Background: an optimization exercise with open tools, aiming at a short achievable clock period and few clock cycles. Do not read the settings as production practice.
Where RTL was checked, it was by simulation tests only, not by an equivalence proof against the original.
The clock input has no modelled driver; a real chip could not lean on it and would need a root buffer or a full tree.

==> job 7775: inputs <==
Design lsp_prev_engine, start of the top module:
module lsp_prev_engine
#(
  parameter int M      = 10,
  parameter int NP     = 4,
  parameter int SHIFT  = 3,
  parameter int ADDR_W = 11,
  parameter int DATA_W = 32
) (
  input  logic              clk,
  input  logic              reset,
  input  logic              start,
  input  logic              mode,
  input  logic [ADDR_W-1:0] x_base,
  input  logic [ADDR_W-1:0] g_base,
  input  logic [ADDR_W-1:0] fp_base,
  input  logic [ADDR_W-1:0] fg_base,
  input  logic [ADDR_W-1:0] out_base,
  input  logic [DATA_W-1:0] readIn,
  output logic [ADDR_W-1:0] readAddr,
  output logic [ADDR_W-1:0] writeAddr,
  output logic [DATA_W-1:0] writeOut,
  output logic              writeEn,
  output logic              busy,
  output logic              done
);
  localparam logic signed [31:0] MAX_32 = 32'sh7FFF_FFFF;
  localparam logic signed [31:0] MIN_32 = 32'sh8000_0000;
  logic              r_busy, r_done, r_wen;   
  logic              r_idle;           
  logic              r_mode;           
  logic [ADDR_W-1:0] r_raddr, r_waddr, r_wptr;
  logic [ADDR_W-1:0] r_px, r_pg, r_pfp, r_pfg;
  logic [9:0]        r_rph;            
  logic [3:0]        r_rel;            
  logic              r_rlast;          
  logic [9:0]        r_ph1, r_ph2;     
  logic [3:0]        r_wcnt;
  logic              w_start;
  logic              w_wen;            
  assign w_start = start & r_idle;
  logic c_isx, c_isg, c_isfp, c_isfg;    
  logic n_isx, n_isg, n_isfp, n_isfg;    
  always_comb begin
    c_isx  = r_rph[0];
    c_isg  = r_mode ? r_rph[1] : r_rph[9];
    c_isfp = r_mode ? (r_rph[2] | r_rph[4] | r_rph[6] | r_rph[8])
                    : (r_rph[1] | r_rph[3] | r_rph[5] | r_rph[7]);
  ...
clock: 13.0 ns
lec_check: 0
abc_clock_period_in_ps: 3000
cap_margin: 20
core_margin: 2
core_utilization: 55
slew_margin: 20
standard.sh (not shown) runs the stock make flow with config.mk's settings and CLKGATE_MAP_FILE= SYNTH_SCRIPT=/design/flow/synth_recipe.tcl, a recipe that flattens the netlist after the stock synthesis.
==> flow/flow/run.sh <==
#!/bin/bash
# The standard layout (standard.sh), with:
#  - repair_timing aiming for a large setup margin (the SDC and its clock
#    period are unchanged) and resizing not limited to the same footprint;
set -euo pipefail
bash standard.sh SETUP_SLACK_MARGIN=9.6 MATCH_CELL_FOOTPRINT=0 \
  PRE_CTS_TCL="$PWD/flow/cts_tree.tcl" finish > flow_make.log 2>&1
==> flow/flow/cts_tree.tcl <==
# PRE_CTS hook: replaces clock_tree_synthesis with a two-level clock tree.
# The clock port drives up to four root clkbuf_16 (its fanout limit), each
# at the centre of the leaf buffers it drives: one leaf clkbuf_16 per
# cluster of nearby registers
# (k-means on the placed register positions); each leaf drives its cluster.
# Every register gets the same two buffers on its clock path.

proc my_two_level_tree { args } {
  set per_leaf 24
  if { [info exists ::env(TREE_SINKS_PER_LEAF)] } {
    set per_leaf $::env(TREE_SINKS_PER_LEAF)
  }
  set db [ord::get_db]
  set block [ord::get_db_block]
  set clknet [$block findNet clk]
  set master [$db findMaster sky130_fd_sc_hd__clkbuf_16]

  # registers' clock pins and their positions
  set sinks {}
  foreach it [$clknet getITerms] {
    set inst [$it getInst]
    set bb [$inst getBBox]
    set x [expr {([$bb xMin] + [$bb xMax]) / 2.0}]
    set y [expr {([$bb yMin] + [$bb yMax]) / 2.0}]
    lappend sinks [list $it $x $y]
  }
  set n [llength $sinks]
  set k [expr {max(1, int(ceil(double($n) / $per_leaf)))}]
  puts "tree: $n sinks, $k leaf buffers"

  # k-means, seeded by sorting on x then y in strips
  set sorted [lsort -real -index 1 $sinks]
  set cx {}; set cy {}
  for {set c 0} {$c < $k} {incr c} {
    set s [lindex $sorted [expr {int(($c + 0.5) * $n / $k)}]]
    lappend cx [lindex $s 1]; lappend cy [lindex $s 2]
  }
  set assign [lrepeat $n 0]
  for {set iter 0} {$iter < 40} {incr iter} {
    # balanced assignment: each cluster takes at most cap sinks
    set cap [expr {int(ceil(double($n) / $k)) + 2}]
    set cnt [lrepeat $k 0]
    set pairs {}
    for {set i 0} {$i < $n} {incr i} {
      set s [lindex $sinks $i]
      set x [lindex $s 1]; set y [lindex $s 2]
      set d {}
      for {set c 0} {$c < $k} {incr c} {
        lappend d [list $c [expr {abs($x - [lindex $cx $c]) + abs($y - [lindex $cy $c])}]]
      }
      set d [lsort -real -index 1 $d]
      # regret: how much worse the second choice is
      set reg [expr {[llength $d] > 1 ? [lindex $d 1 1] - [lindex $d 0 1] : 0}]
      lappend pairs [list $i $reg $d]
    }
    set pairs [lsort -real -decreasing -index 1 $pairs]
    foreach p $pairs {
      set i [lindex $p 0]
      foreach cd [lindex $p 2] {
        set c [lindex $cd 0]
        if {[lindex $cnt $c] < $cap} {
          lset assign $i $c
          lset cnt $c [expr {[lindex $cnt $c] + 1}]
          break
        }
      }
    }
    set sx [lrepeat $k 0.0]; set sy [lrepeat $k 0.0]
    for {set i 0} {$i < $n} {incr i} {
      set c [lindex $assign $i]
      set s [lindex $sinks $i]
      lset sx $c [expr {[lindex $sx $c] + [lindex $s 1]}]
      lset sy $c [expr {[lindex $sy $c] + [lindex $s 2]}]
    }
    for {set c 0} {$c < $k} {incr c} {
      if {[lindex $cnt $c] > 0} {
        lset cx $c [expr {[lindex $sx $c] / [lindex $cnt $c]}]
        lset cy $c [expr {[lindex $sy $c] / [lindex $cnt $c]}]
      }
    }
  }

  set nr [expr {min(4, $k)}]
  set lsorted {}
  for {set c 0} {$c < $k} {incr c} {
    lappend lsorted [list $c [lindex $cx $c] [lindex $cy $c]]
  }
  set lsorted [lsort -real -index 1 $lsorted]
  set rx {}; set ry {}
  for {set r 0} {$r < $nr} {incr r} {
    set s [lindex $lsorted [expr {int(($r + 0.5) * $k / $nr)}]]
    lappend rx [lindex $s 1]; lappend ry [lindex $s 2]
  }
  set lgrp [lrepeat $k 0]
  for {set iter 0} {$iter < 40} {incr iter} {
    set rcap [expr {int(ceil(double($k) / $nr)) + 1}]
    set rcnt [lrepeat $nr 0]
    set pairs {}
    for {set c 0} {$c < $k} {incr c} {
      set d {}
      for {set r 0} {$r < $nr} {incr r} {
        lappend d [list $r [expr {abs([lindex $cx $c] - [lindex $rx $r]) + abs([lindex $cy $c] - [lindex $ry $r])}]]
      }
      set d [lsort -real -index 1 $d]
      set reg [expr {[llength $d] > 1 ? [lindex $d 1 1] - [lindex $d 0 1] : 0}]
      lappend pairs [list $c $reg $d]
    }
    set pairs [lsort -real -decreasing -index 1 $pairs]
    foreach p $pairs {
      set c [lindex $p 0]
      foreach rd [lindex $p 2] {
        set r [lindex $rd 0]
        if {[lindex $rcnt $r] < $rcap} {
          lset lgrp $c $r
          lset rcnt $r [expr {[lindex $rcnt $r] + 1}]
          break
        }
      }
    }
    set sx [lrepeat $nr 0.0]; set sy [lrepeat $nr 0.0]
    for {set c 0} {$c < $k} {incr c} {
      set r [lindex $lgrp $c]
      lset sx $r [expr {[lindex $sx $r] + [lindex $cx $c]}]
      lset sy $r [expr {[lindex $sy $r] + [lindex $cy $c]}]
    }
    for {set r 0} {$r < $nr} {incr r} {
      if {[lindex $rcnt $r] > 0} {
        lset rx $r [expr {[lindex $sx $r] / [lindex $rcnt $r]}]
        lset ry $r [expr {[lindex $sy $r] / [lindex $rcnt $r]}]
      }
    }
  }
  set rootnets {}
  for {set r 0} {$r < $nr} {incr r} {
    set root [odb::dbInst_create $block $master clkbuf_root_$r]
    $root setLocation [expr {int([lindex $rx $r])}] [expr {int([lindex $ry $r])}]
    $root setPlacementStatus PLACED
    set rootnet [odb::dbNet_create $block clknet_root_$r]
    $rootnet setSigType CLOCK
    [$root findITerm A] connect $clknet
    [$root findITerm X] connect $rootnet
    lappend rootnets $rootnet
  }

  set leafnets {}
  for {set c 0} {$c < $k} {incr c} {
    set b [odb::dbInst_create $block $master clkbuf_leaf_$c]
    $b setLocation [expr {int([lindex $cx $c])}] [expr {int([lindex $cy $c])}]
    $b setPlacementStatus PLACED
    set net [odb::dbNet_create $block clknet_leaf_$c]
    $net setSigType CLOCK
    [$b findITerm A] connect [lindex $rootnets [lindex $lgrp $c]]
    [$b findITerm X] connect $net
    lappend leafnets $net
  }
  puts "tree: leaves per root $rcnt"
  for {set i 0} {$i < $n} {incr i} {
    set it [lindex [lindex $sinks $i] 0]
    $it disconnect
    $it connect [lindex $leafnets [lindex $assign $i]]
  }
  puts "tree: cluster sizes $cnt"
}

rename clock_tree_synthesis my_orig_clock_tree_synthesis
proc clock_tree_synthesis { args } {
  my_two_level_tree
}
==> job 4186 (differences from job 7775) <==
--- a/flow/design.v
+++ b/flow/design.v
@@ -1469,51 +1469,29 @@
     r_nz1    <= (readIn[15:0] != 16'h0000);
     r_gsg    <= r_sg1;
     r_gnz    <= r_nz1;
   end
   logic [32:0] w_ts, w_tc;
   lsp_dadda_mac u_mul (.pp(r_pp), .neg(r_ppneg), .acc(r_acc), .s(w_ts), .c(w_tc));
   logic w_special;
   assign w_special = r_wmin & r_wmin_d;
-  logic [32:0] w_ss, w_sc;
-  always_comb begin
+  always_ff @(posedge clk) begin
     if (w_special) begin
-      w_ss = {r_acc[31], r_acc};
-      w_sc = w_sub ? 33'h1_8000_0001 : 33'h0_7FFF_FFFF;
+      r_ts <= {r_acc[31], r_acc};
+      r_tc <= w_sub ? 33'h1_8000_0001 : 33'h0_7FFF_FFFF;
     end else begin
-      w_ss = w_ts;
-      w_sc = w_tc;
+      r_ts <= w_ts;
+      r_tc <= w_tc;
     end
   end
-  always_ff @(posedge clk) begin
-    r_ts <= w_ss ^ w_sc;
-    r_tc <= w_ss & w_sc;
-  end
   logic [32:0] w_t;
   logic [31:0] w_sat;
-  logic [6:0][32:0] w_kg;
-  logic [6:0][32:0] w_kp;
-  logic [32:0] w_cy;           
   always_comb begin
-    w_kg[0] = r_tc;
-    w_kp[0] = r_ts;
-    for (int l = 1; l <= 6; l++) begin
-      for (int i = 0; i < 33; i++) begin
-        if (i >= (1 << (l - 1))) begin
-          w_kg[l][i] = w_kg[l-1][i] | (w_kp[l-1][i] & w_kg[l-1][i - (1 << (l - 1))]);
-          w_kp[l][i] = w_kp[l-1][i] & w_kp[l-1][i - (1 << (l - 1))];
-        end else begin
-          w_kg[l][i] = w_kg[l-1][i];
-          w_kp[l][i] = w_kp[l-1][i];
-        end
-      end
-    end
-    w_cy  = {w_kg[6][31:0], 1'b0};
-    w_t   = r_ts ^ w_cy;
+    w_t   = r_ts + r_tc;
     w_sat = (w_t[32] != w_t[31]) ? (w_t[32] ? MIN_32 : MAX_32) : w_t[31:0];
   end
   logic [31:0] w_p;
   logic [15:0] w_eres;
   always_comb begin
     w_p = r_es + r_ec;
     if (w_p[31:27] == 5'b00000 || w_p[31:27] == 5'b11111) begin
       w_eres = w_p[27:12];
==> flow/flow/run.sh (replaced) <==
#!/bin/bash
# The standard layout (standard.sh), with:
#  - repair_timing aiming for a large setup margin (the SDC and its clock
#    period are unchanged) and resizing not limited to the same footprint;
set -euo pipefail
bash standard.sh SETUP_SLACK_MARGIN=9.6 MATCH_CELL_FOOTPRINT=0 \
  PRE_CTS_TCL="$PWD/flow/cts_tree.tcl" TREE_SINKS_PER_LEAF=16 finish > flow_make.log 2>&1
==> job 2941 (differences from job 7775) <==
--- a/flow/design.v
+++ b/flow/design.v
@@ -1416,19 +1416,16 @@
   logic signed [15:0] r_din;      
   logic [7:0]         r_one, r_two, r_neg;      
   logic [7:0]         r_negu;                   
   logic [7:0]         r_gone, r_gtwo, r_gneg;   
   logic [135:0]       r_pp;       
   logic [7:0]         r_ppneg;
   logic signed [15:0] r_x;        
   logic               r_wmin, r_wmin_d;         
-  logic               r_sg1, r_nz1;             
-  logic               r_gsg, r_gnz;             
-  logic               r_psign;                  
   logic [32:0]        r_ts, r_tc;    
   logic               r_fv;          
   logic signed [31:0] r_acc;
   logic [15:0]        r_acct;        
   logic [31:0]        r_es, r_ec;    
   logic               r_e1v, r_e2v;
   logic w_sub;
   assign w_sub = ~r_mode;
@@ -1460,60 +1457,34 @@
     r_pp     <= w_pp;
     r_ppneg  <= r_neg;
     r_x      <= r_din;
     r_wmin   <= (readIn[15:0] == 16'h8000);
     r_wmin_d <= r_wmin;
     r_gone   <= r_one;
     r_gtwo   <= r_two;
     r_gneg   <= r_negu;
-    r_sg1    <= readIn[15];
-    r_nz1    <= (readIn[15:0] != 16'h0000);
-    r_gsg    <= r_sg1;
-    r_gnz    <= r_nz1;
   end
   logic [32:0] w_ts, w_tc;
   lsp_dadda_mac u_mul (.pp(r_pp), .neg(r_ppneg), .acc(r_acc), .s(w_ts), .c(w_tc));
   logic w_special;
   assign w_special = r_wmin & r_wmin_d;
-  logic [32:0] w_ss, w_sc;
-  always_comb begin
+  always_ff @(posedge clk) begin
     if (w_special) begin
-      w_ss = {r_acc[31], r_acc};
-      w_sc = w_sub ? 33'h1_8000_0001 : 33'h0_7FFF_FFFF;
+      r_ts <= {r_acc[31], r_acc};
+      r_tc <= w_sub ? 33'h1_8000_0001 : 33'h0_7FFF_FFFF;
     end else begin
-      w_ss = w_ts;
-      w_sc = w_tc;
+      r_ts <= w_ts;
+      r_tc <= w_tc;
     end
   end
-  always_ff @(posedge clk) begin
-    r_ts <= w_ss ^ w_sc;
-    r_tc <= w_ss & w_sc;
-  end
   logic [32:0] w_t;
   logic [31:0] w_sat;
-  logic [6:0][32:0] w_kg;
-  logic [6:0][32:0] w_kp;
-  logic [32:0] w_cy;           
   always_comb begin
-    w_kg[0] = r_tc;
-    w_kp[0] = r_ts;
-    for (int l = 1; l <= 6; l++) begin
-      for (int i = 0; i < 33; i++) begin
-        if (i >= (1 << (l - 1))) begin
-          w_kg[l][i] = w_kg[l-1][i] | (w_kp[l-1][i] & w_kg[l-1][i - (1 << (l - 1))]);
-          w_kp[l][i] = w_kp[l-1][i] & w_kp[l-1][i - (1 << (l - 1))];
-        end else begin
-          w_kg[l][i] = w_kg[l-1][i];
-          w_kp[l][i] = w_kp[l-1][i];
-        end
-      end
-    end
-    w_cy  = {w_kg[6][31:0], 1'b0};
-    w_t   = r_ts ^ w_cy;
+    w_t   = r_ts + r_tc;
     w_sat = (w_t[32] != w_t[31]) ? (w_t[32] ? MIN_32 : MAX_32) : w_t[31:0];
   end
   logic [31:0] w_p;
   logic [15:0] w_eres;
   always_comb begin
     w_p = r_es + r_ec;
     if (w_p[31:27] == 5'b00000 || w_p[31:27] == 5'b11111) begin
       w_eres = w_p[27:12];
@@ -1523,31 +1494,33 @@
   end
   logic [135:0] w_epp;
   logic [31:0]  w_et_s, w_et_c;
   lsp_booth_pp u_epp (
     .one(r_gone), .two(r_gtwo), .neg(r_gneg), .b(r_acct), .pp(w_epp)
   );
   lsp_dadda32 u_fin (.pp(w_epp), .neg(r_gneg), .s(w_et_s), .c(w_et_c));
   logic [15:0] r_wout;
-  logic        r_wsx, r_wsy;
+  logic        w_wsign;
+  assign w_wsign = r_mode ? w_t[32] : w_p[31];
+  logic [15:0] w_wsx;
+  for (genvar i = 0; i < 16; i++) begin : g_sx
+    lsp_sign_reg u_sx (.clk(clk), .d(w_wsign), .q(w_wsx[i]));
+  end
   assign w_wen = r_mode ? r_fv : r_e2v;
   always_ff @(posedge clk) begin
     if (d_init) begin
       r_acc <= r_mode ? 32'h0 : {r_x, 16'h0000};
     end else begin
       r_acc <= w_sat;
     end
     r_acct <= w_sat[31:16];
     r_es <= w_et_s;
     r_ec <= w_et_c;
     r_wout   <= r_mode ? w_sat[31:16] : w_eres;
-    r_wsx    <= r_mode ? w_t[32] : w_p[31];
-    r_wsy    <= r_mode ? w_t[32] : r_psign;
-    r_psign  <= r_gnz & (r_acct != 16'h0000) & (r_gsg ^ r_acct[15]);
     r_waddr <= r_wptr;
   end
   always_ff @(posedge clk) begin
     if (reset) begin
       r_fv   <= 1'b0;
       r_e1v  <= 1'b0;
       r_e2v  <= 1'b0;
       r_wen  <= 1'b0;
@@ -1557,13 +1530,20 @@
       r_e1v  <= r_fv & ~r_mode;
       r_e2v  <= r_e1v;
       r_wen  <= w_wen;
       r_done <= w_wen & (r_wcnt == 4'(M - 1));
     end
   end
   assign readAddr  = r_raddr;
   assign writeAddr = r_waddr;
-  assign writeOut  = {{6{r_wsy}}, {5{r_wsx}}, {5{r_wout[15]}}, r_wout};
+  assign writeOut  = {w_wsx, r_wout};
   assign writeEn   = r_wen;
   assign busy      = r_busy;
   assign done      = r_done;
 endmodule
+module lsp_sign_reg (
+  input  logic clk,
+  input  logic d,
+  output logic q
+);
+  always_ff @(posedge clk) q <= d;
+endmodule
Settings changed: SYNTH_HIERARCHICAL set to 1.
==> job 588 (differences from job 7775) <==
--- a/flow/design.v
+++ b/flow/design.v
@@ -1416,19 +1416,16 @@
   logic signed [15:0] r_din;      
   logic [7:0]         r_one, r_two, r_neg;      
   logic [7:0]         r_negu;                   
   logic [7:0]         r_gone, r_gtwo, r_gneg;   
   logic [135:0]       r_pp;       
   logic [7:0]         r_ppneg;
   logic signed [15:0] r_x;        
   logic               r_wmin, r_wmin_d;         
-  logic               r_sg1, r_nz1;             
-  logic               r_gsg, r_gnz;             
-  logic               r_psign;                  
   logic [32:0]        r_ts, r_tc;    
   logic               r_fv;          
   logic signed [31:0] r_acc;
   logic [15:0]        r_acct;        
   logic [31:0]        r_es, r_ec;    
   logic               r_e1v, r_e2v;
   logic w_sub;
   assign w_sub = ~r_mode;
@@ -1460,60 +1457,34 @@
     r_pp     <= w_pp;
     r_ppneg  <= r_neg;
     r_x      <= r_din;
     r_wmin   <= (readIn[15:0] == 16'h8000);
     r_wmin_d <= r_wmin;
     r_gone   <= r_one;
     r_gtwo   <= r_two;
     r_gneg   <= r_negu;
-    r_sg1    <= readIn[15];
-    r_nz1    <= (readIn[15:0] != 16'h0000);
-    r_gsg    <= r_sg1;
-    r_gnz    <= r_nz1;
   end
   logic [32:0] w_ts, w_tc;
   lsp_dadda_mac u_mul (.pp(r_pp), .neg(r_ppneg), .acc(r_acc), .s(w_ts), .c(w_tc));
   logic w_special;
   assign w_special = r_wmin & r_wmin_d;
-  logic [32:0] w_ss, w_sc;
-  always_comb begin
+  always_ff @(posedge clk) begin
     if (w_special) begin
-      w_ss = {r_acc[31], r_acc};
-      w_sc = w_sub ? 33'h1_8000_0001 : 33'h0_7FFF_FFFF;
+      r_ts <= {r_acc[31], r_acc};
+      r_tc <= w_sub ? 33'h1_8000_0001 : 33'h0_7FFF_FFFF;
     end else begin
-      w_ss = w_ts;
-      w_sc = w_tc;
+      r_ts <= w_ts;
+      r_tc <= w_tc;
     end
   end
-  always_ff @(posedge clk) begin
-    r_ts <= w_ss ^ w_sc;
-    r_tc <= w_ss & w_sc;
-  end
   logic [32:0] w_t;
   logic [31:0] w_sat;
-  logic [6:0][32:0] w_kg;
-  logic [6:0][32:0] w_kp;
-  logic [32:0] w_cy;           
   always_comb begin
-    w_kg[0] = r_tc;
-    w_kp[0] = r_ts;
-    for (int l = 1; l <= 6; l++) begin
-      for (int i = 0; i < 33; i++) begin
-        if (i >= (1 << (l - 1))) begin
-          w_kg[l][i] = w_kg[l-1][i] | (w_kp[l-1][i] & w_kg[l-1][i - (1 << (l - 1))]);
-          w_kp[l][i] = w_kp[l-1][i] & w_kp[l-1][i - (1 << (l - 1))];
-        end else begin
-          w_kg[l][i] = w_kg[l-1][i];
-          w_kp[l][i] = w_kp[l-1][i];
-        end
-      end
-    end
-    w_cy  = {w_kg[6][31:0], 1'b0};
-    w_t   = r_ts ^ w_cy;
+    w_t   = r_ts + r_tc;
     w_sat = (w_t[32] != w_t[31]) ? (w_t[32] ? MIN_32 : MAX_32) : w_t[31:0];
   end
   logic [31:0] w_p;
   logic [15:0] w_eres;
   always_comb begin
     w_p = r_es + r_ec;
     if (w_p[31:27] == 5'b00000 || w_p[31:27] == 5'b11111) begin
       w_eres = w_p[27:12];
@@ -1523,31 +1494,33 @@
   end
   logic [135:0] w_epp;
   logic [31:0]  w_et_s, w_et_c;
   lsp_booth_pp u_epp (
     .one(r_gone), .two(r_gtwo), .neg(r_gneg), .b(r_acct), .pp(w_epp)
   );
   lsp_dadda32 u_fin (.pp(w_epp), .neg(r_gneg), .s(w_et_s), .c(w_et_c));
   logic [15:0] r_wout;
-  logic        r_wsx, r_wsy;
+  logic        w_wsign;
+  assign w_wsign = r_mode ? w_t[32] : w_p[31];
+  logic [15:0] w_wsx;
+  for (genvar i = 0; i < 16; i++) begin : g_sx
+    lsp_sign_reg u_sx (.clk(clk), .d(w_wsign), .q(w_wsx[i]));
+  end
   assign w_wen = r_mode ? r_fv : r_e2v;
   always_ff @(posedge clk) begin
     if (d_init) begin
       r_acc <= r_mode ? 32'h0 : {r_x, 16'h0000};
     end else begin
       r_acc <= w_sat;
     end
     r_acct <= w_sat[31:16];
     r_es <= w_et_s;
     r_ec <= w_et_c;
     r_wout   <= r_mode ? w_sat[31:16] : w_eres;
-    r_wsx    <= r_mode ? w_t[32] : w_p[31];
-    r_wsy    <= r_mode ? w_t[32] : r_psign;
-    r_psign  <= r_gnz & (r_acct != 16'h0000) & (r_gsg ^ r_acct[15]);
     r_waddr <= r_wptr;
   end
   always_ff @(posedge clk) begin
     if (reset) begin
       r_fv   <= 1'b0;
       r_e1v  <= 1'b0;
       r_e2v  <= 1'b0;
       r_wen  <= 1'b0;
@@ -1557,13 +1530,20 @@
       r_e1v  <= r_fv & ~r_mode;
       r_e2v  <= r_e1v;
       r_wen  <= w_wen;
       r_done <= w_wen & (r_wcnt == 4'(M - 1));
     end
   end
   assign readAddr  = r_raddr;
   assign writeAddr = r_waddr;
-  assign writeOut  = {{6{r_wsy}}, {5{r_wsx}}, {5{r_wout[15]}}, r_wout};
+  assign writeOut  = {w_wsx, r_wout};
   assign writeEn   = r_wen;
   assign busy      = r_busy;
   assign done      = r_done;
 endmodule
+module lsp_sign_reg (
+  input  logic clk,
+  input  logic d,
+  output logic q
+);
+  always_ff @(posedge clk) q <= d;
+endmodule
==> flow/flow/run.sh (replaced) <==
#!/bin/bash
# The standard layout (standard.sh), with:
#  - repair_timing aiming for a large setup margin (the SDC and its clock
#    period are unchanged) and resizing not limited to the same footprint;
#  - flow/cts_tree.tcl in place of TritonCTS: a balanced two-level clock
#    tree of inverter pairs (the clock port drives 4 root clkinv_16, each
#    drives leaf clkinv_8, each leaf drives a cluster of registers).
# make's full output goes to flow_make.log; ORFS's per-step logs stay in orfs/logs.
set -euo pipefail
bash standard.sh SETUP_SLACK_MARGIN=10.0 MATCH_CELL_FOOTPRINT=0 \
  PRE_CTS_TCL="$PWD/flow/cts_tree.tcl" \
  TREE_ROOT_CELL=sky130_fd_sc_hd__clkinv_16 TREE_LEAF_CELL=sky130_fd_sc_hd__clkinv_8 \
  finish > flow_make.log 2>&1
--- a/flow/flow/cts_tree.tcl
+++ b/flow/flow/cts_tree.tcl
@@ -1,24 +1,26 @@
-# PRE_CTS hook: replaces clock_tree_synthesis with a two-level clock tree.
-# The clock port drives up to four root clkbuf_16 (its fanout limit), each
-# at the centre of the leaf buffers it drives: one leaf clkbuf_16 per
-# cluster of nearby registers
-# (k-means on the placed register positions); each leaf drives its cluster.
-# Every register gets the same two buffers on its clock path.
 
 proc my_two_level_tree { args } {
   set per_leaf 24
   if { [info exists ::env(TREE_SINKS_PER_LEAF)] } {
     set per_leaf $::env(TREE_SINKS_PER_LEAF)
   }
   set db [ord::get_db]
   set block [ord::get_db_block]
   set clknet [$block findNet clk]
-  set master [$db findMaster sky130_fd_sc_hd__clkbuf_16]
+  set root_cell sky130_fd_sc_hd__clkbuf_16
+  set leaf_cell sky130_fd_sc_hd__clkbuf_16
+  if { [info exists ::env(TREE_ROOT_CELL)] } { set root_cell $::env(TREE_ROOT_CELL) }
+  if { [info exists ::env(TREE_LEAF_CELL)] } { set leaf_cell $::env(TREE_LEAF_CELL) }
+  set rmaster [$db findMaster $root_cell]
+  set lmaster [$db findMaster $leaf_cell]
+  # output pin: X for buffers, Y for inverters
+  set rout [expr {[string match *clkinv* $root_cell] ? "Y" : "X"}]
+  set lout [expr {[string match *clkinv* $leaf_cell] ? "Y" : "X"}]
 
   # registers' clock pins and their positions
   set sinks {}
   foreach it [$clknet getITerms] {
     set inst [$it getInst]
     set bb [$inst getBBox]
     set x [expr {([$bb xMin] + [$bb xMax]) / 2.0}]
     set y [expr {([$bb yMin] + [$bb yMax]) / 2.0}]
@@ -127,35 +129,35 @@
       if {[lindex $rcnt $r] > 0} {
         lset rx $r [expr {[lindex $sx $r] / [lindex $rcnt $r]}]
         lset ry $r [expr {[lindex $sy $r] / [lindex $rcnt $r]}]
       }
     }
   }
   set rootnets {}
   for {set r 0} {$r < $nr} {incr r} {
-    set root [odb::dbInst_create $block $master clkbuf_root_$r]
+    set root [odb::dbInst_create $block $rmaster clkbuf_root_$r]
     $root setLocation [expr {int([lindex $rx $r])}] [expr {int([lindex $ry $r])}]
     $root setPlacementStatus PLACED
     set rootnet [odb::dbNet_create $block clknet_root_$r]
     $rootnet setSigType CLOCK
     [$root findITerm A] connect $clknet
-    [$root findITerm X] connect $rootnet
+    [$root findITerm $rout] connect $rootnet
     lappend rootnets $rootnet
   }
 
   set leafnets {}
   for {set c 0} {$c < $k} {incr c} {
-    set b [odb::dbInst_create $block $master clkbuf_leaf_$c]
+    set b [odb::dbInst_create $block $lmaster clkbuf_leaf_$c]
     $b setLocation [expr {int([lindex $cx $c])}] [expr {int([lindex $cy $c])}]
     $b setPlacementStatus PLACED
     set net [odb::dbNet_create $block clknet_leaf_$c]
     $net setSigType CLOCK
     [$b findITerm A] connect [lindex $rootnets [lindex $lgrp $c]]
-    [$b findITerm X] connect $net
+    [$b findITerm $lout] connect $net
     lappend leafnets $net
   }
   puts "tree: leaves per root $rcnt"
   for {set i 0} {$i < $n} {incr i} {
     set it [lindex [lindex $sinks $i] 0]
     $it disconnect
     $it connect [lindex $leafnets [lindex $assign $i]]
   }
Settings changed: SYNTH_HIERARCHICAL set to 1.
==> results.txt <==
quantity	job 4186	job 7775	job 588	job 2941
Total track usage	30.5%	30.4%	29.3%	28.0%
Destination of the critical timing path	writeOut[18]	r_ts[17]	r_ts[17]	readAddr[8]
Worst Path Buf+Inv	1	4	2	1
Run status	timing/DRC/antenna clean	timing/DRC/antenna clean	timing/DRC/antenna clean	timing/DRC/antenna clean
Timing-limited maximum frequency	0.286 GHz	0.280 GHz	0.302 GHz	0.292 GHz
Fraction of the mapped netlist area in compound gates	16.0%	15.9%	15.3%	15.3%
Syn Inst Count	2861	2857	3008	3008
Mean instance size in the synthesized netlist	10.1 um^2	10.0 um^2	10.3 um^2	10.3 um^2
Share of cell area taken by flip-flops and latches	33.6%	33.6%	31.1%	34.3%
Routed met3 length	7.56 mm	6.03 mm	4.82 mm	6.03 mm
Critical path launch point	r_wout[15]	r_pp[46]	r_pp[16]	r_raddr[8]
Testbench counts of job 2941, summed over its fixed seeds: cycles 20,262.
Testbench counts of job 588, summed over its fixed seeds: cycles 20,262.
Function not checked in job 7775 and job 4186: the RTL went through the layout flow alone. No run of this note takes its clock network from TritonCTS; it comes from the design's own scripts or RTL.

-- what the ideal ports hide --
How much do the figures lean on ideal ports? The routed layouts below were timed once more, with nothing changed but the port constraints. Step 1: set_driving_cell puts a clkbuf_16 on clk and a buf_2 on each other input, an assumption about the parent block. Step 2 also shifts input and output timing later by t, the mid clock arrival at the registers, as if the neighbouring blocks saw the same clock. a / b / c = ideal ports / drivers / drivers and shift; a / b = the first two.
run	t, ns	setup WS [ns]	worst register clock-pin slew, ns	worst slew at a driven data input, ns
job 7775	0.483	9.425 / 9.358 / 9.388	0.11 / 0.11	0.11
job 4186	0.484	9.498 / 9.371 / 9.431	0.08 / 0.08	0.08
job 2941	0.481	9.575 / 9.442 / 9.448	0.10 / 0.10	0.08
job 588	0.480	9.690 / 9.431 / 9.578	0.11 / 0.11	0.12
After both steps every run listed still meets setup and hold. For job 2941, which loses most, drivers alone change the setup slack by -0.133 ns; drivers and shift together by -0.127 ns.
